Context: an optimization exercise on an open-source flow, tuned for small area, a short achievable clock period and few clock cycles. The choices shown serve that exercise and are no tape-out recipe.
In this exercise RTL edits were held to simulation tests only and were not proved equivalent to the original.
No activity file was given, so power comes from the tool's default toggle rates.

## bounded_fifo_with_remove_by_value
module bounded_fifo_with_remove_by_value #(
  parameter int unsigned DEPTH      = DEPTH_DEF,
  parameter int unsigned DATA_WIDTH = DATA_WIDTH_DEF
) (
  input  logic               clk_i,
  input  logic               rst_ni,
  input  logic               cfg_we_i,
  input  logic [LIMIT_W-1:0] cfg_wdata_i,
  input  logic               in_valid_i,
  output logic               in_stall_o,
  input  logic [MODE_W+VALUE_W-1:0]          in_word_i,
  output logic               out_valid_o,
  input  logic               out_stall_i,
  output logic [STATUS_W+VALUE_W+OCC_W-1:0] out_word_o
);
For scale: roughly 2500 cells after synthesis, ~85 I/O pins, ~0.032 mm^2 of cells after synthesis.
clock: 5.0 ns
lec_check: 0
cap_margin: 20
core_margin: 2
core_utilization: 40
setup_slack_margin: 2.9
slew_margin: 20
run.sh (not shown) runs the stock make flow with config.mk's settings and CLKGATE_MAP_FILE= SYNTH_SCRIPT=/design/flow/synth_recipe.tcl, a recipe that flattens the netlist after the stock synthesis.
The first run passed the timing, design-rule and antenna checks.
Testbench counts at the start, summed over its fixed seeds: cycles 12,016.
Change:
Settings changed: SETUP_SLACK_MARGIN 2.9 to 2.5.
Total power drops by 2.2%.
Cell count drops by 3.5%.
Die area does not change.
Flip-flop and latch count does not change.
Setup slack improves by 27 ps.
Clock-buffer cell count is unchanged.
Wire length drops by 5.6%.
Combinational power drops by 10%.
Area after synthesis does not change.
Via count drops by 5.4%.
Change:
==> flow/flow/run.sh (new file) <==
#!/bin/bash
set -euo pipefail
export BUFFER_PORTS_ARGS="-buffer_cell sky130_fd_sc_hd__buf_2"
bash standard.sh > standard_flow.log 2>&1
==> flow/standard.sh (new file) <==
#!/bin/bash
# synth_recipe.tcl (not shown) runs the flow's synth.tcl, then flattens the netlist and writes it again
# the make line also repeats each setting of config.mk as NAME=value (left out here)
make -C /OpenROAD-flow-scripts/flow DESIGN_CONFIG=/design/flow/config.mk WORK_HOME=/design/flow/orfs CLKGATE_MAP_FILE= SYNTH_SCRIPT=/design/flow/synth_recipe.tcl "${@:-finish}"
Settings changed: CTS_CLUSTER_DIAMETER set to 80, CTS_CLUSTER_SIZE set to 22, PLACE_DENSITY set to 0.8, SETUP_SLACK_MARGIN 2.5 to 3.0, TNS_END_PERCENT set to 0.
removed: flow/run.sh
Non-clock buffer count goes down by 144.
Final cell count drops by 6.0%.
Clock-buffer cell count shrinks by 43.
Worst setup slack degrades by 110 ps.
Change:
==> flow/run.sh (new file) <==
#!/bin/bash
# synth_recipe.tcl (not shown) runs the flow's synth.tcl, then flattens the netlist and writes it again
# the make line also repeats each setting of config.mk as NAME=value (left out here)
make -C /OpenROAD-flow-scripts/flow DESIGN_CONFIG=/design/flow/config.mk WORK_HOME=/design/flow/orfs CLKGATE_MAP_FILE= SYNTH_SCRIPT=/design/flow/synth_recipe.tcl finish
Settings changed: CTS_CLUSTER_DIAMETER 80 to not set, CTS_CLUSTER_SIZE 22 to not set, PLACE_DENSITY 0.8 to not set, SETUP_SLACK_MARGIN 3.0 to 2.6.
removed: flow/flow/run.sh
removed: flow/standard.sh
Effect: The new run went through all stages and came out clean; routed wire length grows by 9.6%; setup slack improves by 69 ps; area after synthesis stays the same; non-clock buffer count grows by 66.
Change:
==> flow/flow/run.sh (new file) <==
#!/bin/bash
set -euo pipefail
export BUFFER_PORTS_ARGS="-buffer_cell sky130_fd_sc_hd__buf_2"
bash standard.sh > standard_flow.log 2>&1
==> flow/standard.sh (new file) <==
#!/bin/bash
# synth_recipe.tcl (not shown) runs the flow's synth.tcl, then flattens the netlist and writes it again
# the make line also repeats each setting of config.mk as NAME=value (left out here)
make -C /OpenROAD-flow-scripts/flow DESIGN_CONFIG=/design/flow/config.mk WORK_HOME=/design/flow/orfs CLKGATE_MAP_FILE= SYNTH_SCRIPT=/design/flow/synth_recipe.tcl "${@:-finish}"
Settings changed: SETUP_SLACK_MARGIN 2.6 to 2.8.
removed: flow/run.sh
=> Die area stays the same. Setup slack gets better by 87 ps. Synthesized cell count does not change. Maximum frequency rose by a few percent. Register-to-register slack hardly moves. Synthesized area does not change. Final cell count falls slightly.

[port drivers added, routing unchanged]
In the flow no input, the clock included, has a driving cell. The finished layouts below were timed again as built, in two steps. Step 1 assumes that a clkbuf_16 drives the clock port and a buf_2 every other input. Step 2, shift: input delay + t, output delay - t, t = (earliest + latest rising clock arrival at the registers) / 2. This alone moves slack from input paths to output paths. a / b / c = no drivers / after step 1 / after step 2; a / b = the first two.
| run | t (ns) | slack for setup (ns) | hold slack, ns | worst setup path at the end | pins driven straight from the clock port |
|---|---|---|---|---|---|
| the first run | 0.710 | 2.188 / 2.188 / 1.869 | 0.454 / 0.411 / 0.471 | input to register | 1 |
| the second run | 0.707 | 2.215 / 2.215 / 1.769 | 0.458 / 0.412 / 0.470 | input to register | 1 |
| the third run | 0.665 | 2.109 / 2.114 / 1.450 | 0.472 / 0.453 / 0.472 | input to register | 1 |
| the fourth run | 0.696 | 2.177 / 2.218 / 1.522 | 0.470 / 0.439 / 0.470 | input to register | 1 |
| the fifth run | 0.701 | 2.264 / 2.244 / 1.543 | 0.464 / 0.429 / 0.464 | input to register | 1 |
After both steps setup and hold are still met in every run listed. The setup slack of the fifth run, which loses most, moves by -0.020 ns with the drivers and by -0.721 ns with both steps.
